Context: an optimization exercise on an open-source flow, tuned for small area, a short achievable clock period and few clock cycles per item. The choices shown serve that exercise and are no tape-out recipe.
In this exercise RTL edits were held to simulation tests only and were not proved equivalent to the original.
No activity file was given, so power comes from the tool's default toggle rates.

## flow/design.v

```verilog
`timescale 1ns/1ps
package dp_imm_pkg;
  typedef logic [64-1:0] word_t;
  typedef logic [31:0] inst_t;
  typedef logic [$clog2(32)-1:0] prn_t;   
  typedef logic [6-1:0] inst_id_t;   
endpackage
`timescale 1ns/1ps
module issue_fsm (
  input  logic                     fu,
  input  logic                     rst,
  input  logic                     issue,
  input  dp_imm_pkg::inst_t        inst,
  input  dp_imm_pkg::word_t        pc,
  input  dp_imm_pkg::prn_t         src_prn,
  input  dp_imm_pkg::prn_t         dst_prn,
  output logic                     ready,
  input  logic [32-1:0]   rf_valid_nxt,   
  output logic                     x_vld,
  output logic                     x_we,
  output dp_imm_pkg::prn_t         x_dst,
  output logic [3:0]               x_hs,      
  output logic                     x_fwd,     
  output logic [32-1:0]   x_sel,     
  output logic [15:0]              x_imm,
  output logic                     x_adrp,
  output logic [20:0]              x_low,
  output logic                     x_c21,
  output logic [64-22:0]     x_hc0,
  output logic [64-22:0]     x_hc1
);
  localparam logic [8:0] MOVK_OP = 9'b111100101;   
  localparam logic [8:0] MOVZ_OP = 9'b110100101;
  localparam logic [4:0] ADR_OP  = 5'b10000;       
  logic        accept;
  logic        is_movk, is_movz, is_adr;
  logic        sel_r, sel_p;
  logic [20:0] imm21;
  logic        fwd;
  logic [32-1:0] rd_ok;
  logic [11:0] lo_r, lo_p;
  logic [10:0] u0_r, u0_p, u1_r, u1_p;
  logic [20:0] low_r, low_p;
  logic        c21_r, c21_p;
  logic        neg;
  logic        ones_mid, zeros_mid;
  logic [11:0] mid_ones, mid_zeros;   
  logic [30:0] up_ones, up_zeros;     
  logic [42:0] hi_inc, hi_dec;
  assign ready  = 1'b1;
  assign accept = issue && !rst;
  assign is_movk = (inst[31:23] == MOVK_OP);
  assign is_movz = (inst[31:23] == MOVZ_OP);
  assign is_adr  = (inst[28:24] == ADR_OP);
  assign sel_r   = is_adr && !inst[31];
  assign sel_p   = is_adr && inst[31];
  assign imm21   = {inst[23:5], inst[30:29]};
  prefix_add #(.W(11)) add_lo_r (.a(pc[10:0]),  .b(imm21[10:0]),  .cin(1'b0), .s(lo_r));
  prefix_add #(.W(10)) add_u0_r (.a(pc[20:11]), .b(imm21[20:11]), .cin(1'b0), .s(u0_r));
  prefix_add #(.W(10)) add_u1_r (.a(pc[20:11]), .b(imm21[20:11]), .cin(1'b1), .s(u1_r));
  prefix_add #(.W(11)) add_lo_p (.a(pc[22:12]), .b(imm21[10:0]),  .cin(1'b0), .s(lo_p));
  prefix_add #(.W(10)) add_u0_p (.a(pc[32:23]), .b(imm21[20:11]), .cin(1'b0), .s(u0_p));
  prefix_add #(.W(10)) add_u1_p (.a(pc[32:23]), .b(imm21[20:11]), .cin(1'b1), .s(u1_p));
  assign low_r = {lo_r[11] ? u1_r[9:0] : u0_r[9:0], lo_r[10:0]};
  assign low_p = {lo_p[11] ? u1_p[9:0] : u0_p[9:0], lo_p[10:0]};
  assign c21_r = lo_r[11] ? u1_r[10] : u0_r[10];
  assign c21_p = lo_p[11] ? u1_p[10] : u0_p[10];
  assign neg   = imm21[20];
  assign ones_mid  = inst[31] || (&pc[32:21]);
  assign zeros_mid = inst[31] || !(|pc[32:21]);
  prefix_and #(.W(12)) and_mid1 (.first(1'b1),      .a(pc[31:21]),  .y(mid_ones));
  prefix_and #(.W(12)) and_mid0 (.first(1'b1),      .a(~pc[31:21]), .y(mid_zeros));
  prefix_and #(.W(31)) and_up1  (.first(ones_mid),  .a(pc[62:33]),  .y(up_ones));
  prefix_and #(.W(31)) and_up0  (.first(zeros_mid), .a(~pc[62:33]), .y(up_zeros));
  assign hi_inc = pc[64-1:21] ^ {up_ones, mid_ones};
  assign hi_dec = pc[64-1:21] ^ {up_zeros, mid_zeros};
  assign fwd = is_movk && x_vld && x_we && (src_prn == x_dst);
  always_comb begin
    for (int i = 0; i < 32; i++)
      rd_ok[i] = rf_valid_nxt[i] && !(x_vld && x_we && (x_dst == i));
  end
  always_ff @(posedge fu) begin
    if (rst)
      x_vld <= 1'b0;
    else
      x_vld <= accept;
  end
  always_ff @(posedge fu) begin
    x_we   <= is_movk || is_movz || is_adr;
    x_dst  <= dst_prn;
    x_hs   <= (is_movk || is_movz) ? (4'b0001 << inst[22:21]) : 4'b0000;
    x_fwd  <= fwd;
    x_imm  <= inst[20:5];
    x_adrp <= inst[31];
    x_low  <= ({21{sel_r}} & low_r) | ({21{sel_p}} & low_p);
    x_c21  <= (sel_r && c21_r) || (sel_p && c21_p);
    x_hc0  <= !is_adr ? '0 : neg ? hi_dec : pc[64-1:21];
    x_hc1  <= !is_adr ? '0 : neg ? pc[64-1:21] : hi_inc;
    for (int i = 0; i < 32; i++)
      x_sel[i] <= is_movk && (src_prn == i) && rd_ok[i];
  end
endmodule
module prefix_add #(
  parameter int W = 8
) (
  input  logic [W-1:0] a,
  input  logic [W-1:0] b,
  input  logic         cin,
  output logic [W:0]   s
);
  localparam int L = $clog2(W + 1);
  logic [W:0] g [L+1];
  logic [W:0] p [L+1];
  assign g[0] = {a & b, cin};
  assign p[0] = {a ^ b, 1'b0};
  for (genvar k = 0; k < L; k++) begin : level
    for (genvar i = 0; i <= W; i++) begin : bit_
      if (i >= (1 << k)) begin : merge
        assign g[k+1][i] = g[k][i] | (p[k][i] & g[k][i - (1 << k)]);
        assign p[k+1][i] = p[k][i] & p[k][i - (1 << k)];
      end else begin : pass
        assign g[k+1][i] = g[k][i];
        assign p[k+1][i] = p[k][i];
      end
    end
  end
  assign s = {g[L][W], p[0][W:1] ^ g[L][W-1:0]};
endmodule
module prefix_and #(
  parameter int W = 8
) (
  input  logic         first,
  input  logic [W-2:0] a,
  output logic [W-1:0] y
);
  localparam int L = $clog2(W);
  logic [W-1:0] t [L+1];
  assign t[0] = {a, first};
  for (genvar k = 0; k < L; k++) begin : level
    for (genvar i = 0; i < W; i++) begin : bit_
      if (i >= (1 << k)) begin : merge
        assign t[k+1][i] = t[k][i] & t[k][i - (1 << k)];
      end else begin : pass
        assign t[k+1][i] = t[k][i];
      end
    end
  end
  assign y = t[L];
endmodule
`timescale 1ns/1ps
module inst_id_counter (
  input  logic                  fu,
  input  logic                  rst,
  input  logic                  done,
  output dp_imm_pkg::inst_id_t  done_id,
  output logic [15:0]           retired
);
  always_ff @(posedge fu) begin
    if (rst) begin
      done_id <= '0;
      retired <= '0;
    end else if (done) begin
      done_id <= done_id + 1'b1;   
      if (retired != '1)
        retired <= retired + 1'b1;   
    end
  end
endmodule
`timescale 1ns/1ps
module phys_reg_file (
  input  logic                     fu,
  input  logic                     rst,
  input  logic [32-1:0]   rd_sel,
  output dp_imm_pkg::word_t        rd_data,
  input  logic [32-1:0]   wr_en,      
  input  dp_imm_pkg::word_t        wr_data,
  output logic [32-1:0]   valid_nxt
);
  logic [32-1:0][64-1:0] regs;
  logic [32-1:0]               valid;
  assign valid_nxt = valid | wr_en;
  always_ff @(posedge fu) begin
    if (rst)
      valid <= '0;
    else
      valid <= valid_nxt;
  end
  always_ff @(posedge fu) begin
    for (int i = 0; i < 32; i++)
      if (wr_en[i])
        regs[i] <= wr_data;
  end
  always_comb begin
    rd_data = '0;
    for (int i = 0; i < 32; i++)
      rd_data = rd_data | ({64{rd_sel[i]}} & regs[i]);
  end
endmodule
`timescale 1ns/1ps
module dp_imm_fu (
  input  logic                     fu,
  input  logic                     rst,
  input  logic                     x_vld,
  input  logic                     x_we,
  input  dp_imm_pkg::prn_t         x_dst,
  input  logic [3:0]               x_hs,
  input  logic                     x_fwd,
  input  logic [15:0]              x_imm,
  input  logic                     x_adrp,
  input  logic [20:0]              x_low,
  input  logic                     x_c21,
  input  logic [64-22:0]     x_hc0,
  input  logic [64-22:0]     x_hc1,
  input  dp_imm_pkg::word_t        rf_data,    
  output logic                     done,
  output dp_imm_pkg::prn_t         done_prn,
  output logic                     done_we,
  output dp_imm_pkg::word_t        done_data,
  output logic                     cnt_en,                 
  output logic [32-1:0]   wr_en,                  
  output dp_imm_pkg::word_t        wr_data                 
);
  logic              done_n;
  dp_imm_pkg::word_t wr_data_n;
  logic [64-22:0] hi;           
  dp_imm_pkg::word_t sum;
  dp_imm_pkg::word_t opnd;
  dp_imm_pkg::word_t result;
  assign hi = x_c21 ? x_hc1 : x_hc0;
  assign sum[64-1:33] = hi[42:12];
  assign sum[32:21] = x_adrp ? x_low[20:9] : hi[11:0];
  assign sum[20:12] = x_adrp ? x_low[8:0]  : x_low[20:12];
  assign sum[11:0]  = x_adrp ? 12'b0       : x_low[11:0];
  assign opnd = rf_data | ({64{x_fwd}} & wr_data) | sum;
  always_comb begin
    for (int h = 0; h < 4; h++)
      result[16*h +: 16] = x_hs[h] ? x_imm : opnd[16*h +: 16];
  end
  assign cnt_en  = !done_n;
  assign wr_data = ~wr_data_n;
  always_ff @(posedge fu) begin
    if (rst) begin
      done   <= 1'b0;
      done_n <= 1'b1;
      wr_en  <= '0;
    end else begin
      done   <= x_vld;
      done_n <= !x_vld;
      for (int i = 0; i < 32; i++)
        wr_en[i] <= x_vld && x_we && (x_dst == i);
    end
  end
  always_ff @(posedge fu) begin
    done_prn  <= x_dst;
    done_we   <= x_we;
    done_data <= result;
    wr_data_n <= ~result;
  end
endmodule
`timescale 1ns/1ps
module dp_imm_slice (
  input  logic                  fu,
  input  logic                  rst,
  input  logic                  issue,
  input  dp_imm_pkg::inst_t     inst,
  input  dp_imm_pkg::word_t     pc,
  input  dp_imm_pkg::prn_t      src_prn,
  input  dp_imm_pkg::prn_t      dst_prn,
  output logic                  ready,
  output logic                  done,
  output dp_imm_pkg::inst_id_t  done_id,
  output dp_imm_pkg::prn_t      done_prn,
  output logic                  done_we,
  output dp_imm_pkg::word_t     done_data,
  output logic [15:0]           retired
);
  logic                    x_vld;
  logic                    x_we;
  dp_imm_pkg::prn_t        x_dst;
  logic [3:0]              x_hs;
  logic                    x_fwd;
  logic [32-1:0]  x_sel;
  logic [15:0]             x_imm;
  logic                    x_adrp;
  logic [20:0]             x_low;
  logic                    x_c21;
  logic [64-22:0]    x_hc0;
  logic [64-22:0]    x_hc1;
  logic [32-1:0]  rf_valid_nxt;
  dp_imm_pkg::word_t       rf_data;
  logic                    cnt_en;
  logic [32-1:0]  wr_en;
  dp_imm_pkg::word_t       wr_data;
  issue_fsm issue_fsm_inst (
    .fu(fu), .rst(rst), .issue(issue), .inst(inst), .pc(pc),
    .src_prn(src_prn), .dst_prn(dst_prn), .ready(ready),
    .rf_valid_nxt(rf_valid_nxt),
    .x_vld(x_vld), .x_we(x_we), .x_dst(x_dst), .x_hs(x_hs), .x_fwd(x_fwd),
    .x_sel(x_sel), .x_imm(x_imm), .x_adrp(x_adrp), .x_low(x_low),
    .x_c21(x_c21), .x_hc0(x_hc0), .x_hc1(x_hc1)
  );
  phys_reg_file phys_reg_file_inst (
    .fu(fu), .rst(rst), .rd_sel(x_sel), .rd_data(rf_data),
    .wr_en(wr_en), .wr_data(wr_data), .valid_nxt(rf_valid_nxt)
  );
  dp_imm_fu dp_imm_fu_inst (
    .fu(fu), .rst(rst), .x_vld(x_vld), .x_we(x_we), .x_dst(x_dst),
    .x_hs(x_hs), .x_fwd(x_fwd), .x_imm(x_imm), .x_adrp(x_adrp),
    .x_low(x_low), .x_c21(x_c21), .x_hc0(x_hc0), .x_hc1(x_hc1), .rf_data(rf_data),
    .done(done), .done_prn(done_prn), .done_we(done_we),
    .done_data(done_data), .cnt_en(cnt_en), .wr_en(wr_en), .wr_data(wr_data)
  );
  inst_id_counter inst_id_counter_inst (
    .fu(fu), .rst(rst), .done(cnt_en), .done_id(done_id), .retired(retired)
  );
endmodule
```

## flow/run.sh

```bash
#!/bin/bash
# synth_recipe.tcl (not shown) runs the flow's synth.tcl, then flattens the netlist and writes it again
# the make line also repeats each setting of config.mk as NAME=value (left out here)
make -C /OpenROAD-flow-scripts/flow DESIGN_CONFIG=/design/flow/config.mk WORK_HOME=/design/flow/orfs CLKGATE_MAP_FILE= SYNTH_SCRIPT=/design/flow/synth_recipe.tcl finish
```

## flow/config.mk

```make
export PLATFORM = sky130hd
export DESIGN_NAME = dp_imm_slice
export DESIGN_NICKNAME = dp_imm_slice
export VERILOG_FILES = /design/flow/design.v
export SDC_FILE = /design/flow/constraint.sdc
export NUM_CORES = 4
export LEC_CHECK = 0
export CAP_MARGIN = 20
export CORE_MARGIN = 2
export CORE_UTILIZATION = 60
export CTS_CLUSTER_DIAMETER = 80
export CTS_CLUSTER_SIZE = 24
export SETUP_SLACK_MARGIN = 2.7
export SLEW_MARGIN = 20
```

## flow/constraint.sdc

```tcl
create_clock -name core_clock -period 5.0 [get_ports {fu}]
set_input_delay 1.0000 -clock core_clock [delete_from_list [all_inputs] [get_ports {fu}]]
set_output_delay 1.0000 -clock core_clock [all_outputs]
set_load 0.01 [all_outputs]
```

==> metrics.csv <==
metric,value,unit
outcome,"complete, no violations",
CP most frequent cell,and3_4,
top-count cell post-synth,edfxtp_1,
"EDFF count, synth",2048,
Post-Syn Area,88100,µm²
Ys Warns,14,
WP depth,14,
via count,58587,
WL final,340000,µm
global route total overflow,0,
most frequent cells after synthesis,"2048 x edfxtp_1, 508 x a22oi_1, 391 x dfxtp_1",
worst r2r src,issue_fsm_inst.x_c21,
Synthesized Nets,5547,
Die ar.,150000,µm²
Hold Path Class,input pin to register,
R2R depth,6,
drt initial violations,10791,
RSZ-0062 raised after global routing,yes,
cell taking the most area after synthesis,edfxtp_1,
final antenna-violating net count,0,
Slew HR,0.158,
Layout area overhead,15.1,%
Worst R2R Setup Slack,2.65,ns
"CP delay by family, top",simple AND/OR/NAND/NOR gates,
fin crit share,0.600,
DP Area,93500,µm²
fillers,9747,
Final TNS setup,0,ns
Worst Setup EP,issue_fsm_inst.x_hc0[35],
gr usage total,0.443,
Num CTS Buffers,117,
largest net degree at the start of global routing,87,
final std cells w/o fill,7834,
Wirelength per Cell,43.4,µm
post-synthesis sequential area ratio,0.787,
vias in the first global route,53121,
"Slowest-stage cell, CP",or4_4,
kind of critical path,input pin to register,
"Avg Cell Area, Syn",16.4,µm²
"Largest stage delay, worst path",0.55,ns
Mapped Cells,5386,
via density per instance,7.48,
First-pass DRT Iterations,8,
top_reg_cell synth,edfxtp_1,
clk root buf,clkbuf_16,
Initial Utilization,0.605,
Power Dens Cells,335,nW/µm²
die height,387,µm
count of final hold-check violations,0,
hold path depth,1,
placement row count,140,
multi-input logic area,19100,µm²
first-pass GRT wire length,449000,µm
crit path from,pc[26],
Peak VDD IR,384,µV
Synth async-reset ratio,0,
Residual DRC,0,
Clock Tree Buf Depth,3,
CP Cell Sequence,buf_6 > or4_4 > nor4b_4 > a31oi_4 > inv_2 > ha_4 > nand2_2 > or2_4 > nor2_4 > and3_4 > and3_4 > and2_4 > xnor2_2 > nor2_1,
post-synthesis register bit count,2439,
crit path max fanout,4,
Buffers on Ports,196,
Final Wtd Congestion,0.882,
Buf/Inv on CP,2,
hold_sp,inst[9],
Post-CTS Hold Buffers,0,
Synth top area share,0.698,
initial antenna violation count,23,
worst reg2reg endpoint,dp_imm_fu_inst.done_data[28],
Critical Path AT,3.65,ns
H-tree depth,3,
Synth cell types,71,
Post-DP HPWL,170000,µm
Fmax,333,MHz
Worst setup EP type,register,
I/O pins,203,
Sink Count,2439,
final instance area,101000,µm²
clk_skew,0.0366,ns
clk slew on worst S/H paths,0.09,ns
Die X,387,µm
worst slew pin tran,1.26,ns
Critical Path Source Type,input pin,
Slew Limit Fails,0,
Storage cell area,69600,µm²
fraction of layout cells with a size suffix above 1,0.185,
Setup Viol. Count Final,0,
Layout Nets,5953,
Required @ worst endpoint,5.65,ns
Placed Cells,7345,
Leakage,33.3,nW
Core Region,146000,µm²
Max Cap Viol,0,
CTS tree,built,
Worst-Skew Late Latency,0.81,ns
minimum clock period,3.00,ns
Synth area leaders,"edfxtp_1 70%, dfxtp_1 8.9%, a22oi_1 4.3%",
report_power, final:
part	switching (mW)	leakage (nW)	internal [mW]	total, mW
registers	0.0810	21.2	21.7	21.8
logic	0.520	10.4	0.379	0.898
clock network	6.37	1.78	4.95	11.3
how the worst min path moves through the flow:
stage,end
3_5_place_dp,dp_imm_fu_inst.done_we
5_1_grt,issue_fsm_inst.x_imm[4]
2_1_floorplan,dp_imm_fu_inst.done_we
3_3_place_gp,dp_imm_fu_inst.done_we
4_1_cts,issue_fsm_inst.x_imm[3]
6_report,issue_fsm_inst.x_imm[4]
through the flow:
step	hold slack, ns	worst slack [ns]	util	power [mW]
floorplan	0.343	1.45	-	22.7
global placement	0.418	0.692	0.642	23.0
detailed placement	0.410	0.699	0.642	23.0
CTS	0.361	2.01	0.686	33.9
global route	0.303	1.90	0.696	34.7
finish	0.318	2.00	0.696	34.0
per-layer routing:
| layer | wire length, µm | vias up | GRT usage | part of all wire |
|---|---|---|---|---|
| li1 | - | 22369 | - | - |
| met1 | 116000 | 29769 | 0.612 | 0.34 |
| met2 | 147000 | 5468 | 0.644 | 0.43 |
| met3 | 52600 | 973 | 0.116 | 0.15 |
| met4 | 24600 | 8 | 0.251 | 0.072 |
| met5 | 100 | - | 0 | 0.00029 |
worst register-to-register path: cells and delay by family, from the launching register on:
family | cells | cell delay [ns]
compound gates | 2 | 0.58
buf+inv | 2 | 0.21
flops | 1 | 0.42
mux | 1 | 0.50
simple gates | 1 | 0.56
cell families after synthesis:
| family | Yosys count | share of synthesized area |
|---|---|---|
| flip-flops | 2439 | 0.787 |
| AO/OA/AOI/OAI | 1359 | 0.116 |
| AND/OR/NAND/NOR | 884 | 0.0514 |
| buffers and inverters | 477 | 0.0205 |
| XOR/XNOR | 114 | 0.0113 |
| multiplexers | 60 | 0.00684 |
| adder cells (fa/ha/maj) | 52 | 0.00755 |
| other | 1 | 0.0000425 |
what timing repair did:
item	CTS	global route
gates resized for setup	844	188
gates cloned	4	5
setup endpoints to repair	347	151
setup buffers	175	61
pin swaps	71	88
registers in the layout, summed over array words and instances (netlist names), 4 cells and up:
signal,count
dp_imm_fu_inst.done_data,64
dp_imm_fu_inst.done_prn,5
dp_imm_fu_inst.wr_data_n,64
dp_imm_fu_inst.wr_en,32
inst_id_counter_inst.done_id,6
inst_id_counter_inst.retired,16
issue_fsm_inst.x_dst,5
issue_fsm_inst.x_hc0,43
issue_fsm_inst.x_hc1,43
issue_fsm_inst.x_hs,4
issue_fsm_inst.x_imm,16
issue_fsm_inst.x_low,21
issue_fsm_inst.x_sel,32
phys_reg_file_inst.regs,2048
phys_reg_file_inst.valid,32
layout make-up:
type,instances,share of cell area
multi-input combinational,2470,0.188
tap,1917,0.0236
clock buffer,198,0.0336
clock inverter,24,0.00301
timing repair buffer,594,0.0586
inverter,170,0.00658
antenna,22,0.000542
sequential,2439,0.686
cells in the final DEF, fill, tap and decap left out, types with 17 or more instances in the layout:
master           instances
a2111oi_2               27
a21o_1                  21
a21oi_1                101
a21oi_2                 20
a221oi_1               224
a221oi_2                23
a222oi_1                19
a22o_1                 193
a22oi_1                508
buf_12                  58
buf_2                   87
buf_4                  256
buf_6                   79
buf_8                   18
clkbuf_1                70
clkbuf_16              128
clkdlybuf4s50_1         38
dfxtp_1                290
dfxtp_2                 26
dfxtp_4                 75
diode_2                 22
dlygate4sd2_1           28
edfxtp_1              2048
ha_1                    19
ha_4                    26
inv_1                  155
mux2i_1                 27
mux2i_4                 18
nand2_1                128
nand3_1                112
nand4_1                159
nor2_1                 247
nor2b_1                 17
nor3_1                  23
o21ai_0                110
o21ai_2                 18
or3_1                   29
xnor2_1                 56
xor2_1                  51
Testbench counts, summed over its fixed seeds: cycles 12,016, items 12,000.

==> afterwards: timing with drivers on the ports <==
How much do the figures lean on ideal ports? The routed layout below was timed once more, with nothing changed but the port constraints.
Step 1, drivers: a clkbuf_16 drives fu and a buf_2 each remaining input, both assumed.
Step 2 moves the port delays by t, midway between the first and last clock arrival at a register: inputs arrive t later, outputs are due t later. That takes back most of the time a late clock gives input paths.
a / b / c = no drivers / after step 1 / after step 2; a / b = the first two.
t (ns): 0.871
setup WS [ns]: 2.000 / 2.045 / 1.175
worst setup path at the end: input to register
latest minus earliest clock arrival (ns): 0.037 / 0.037
After both steps setup and hold are still met in this run. For this run, drivers alone change the setup slack by +0.045 ns; drivers and shift together by -0.825 ns.
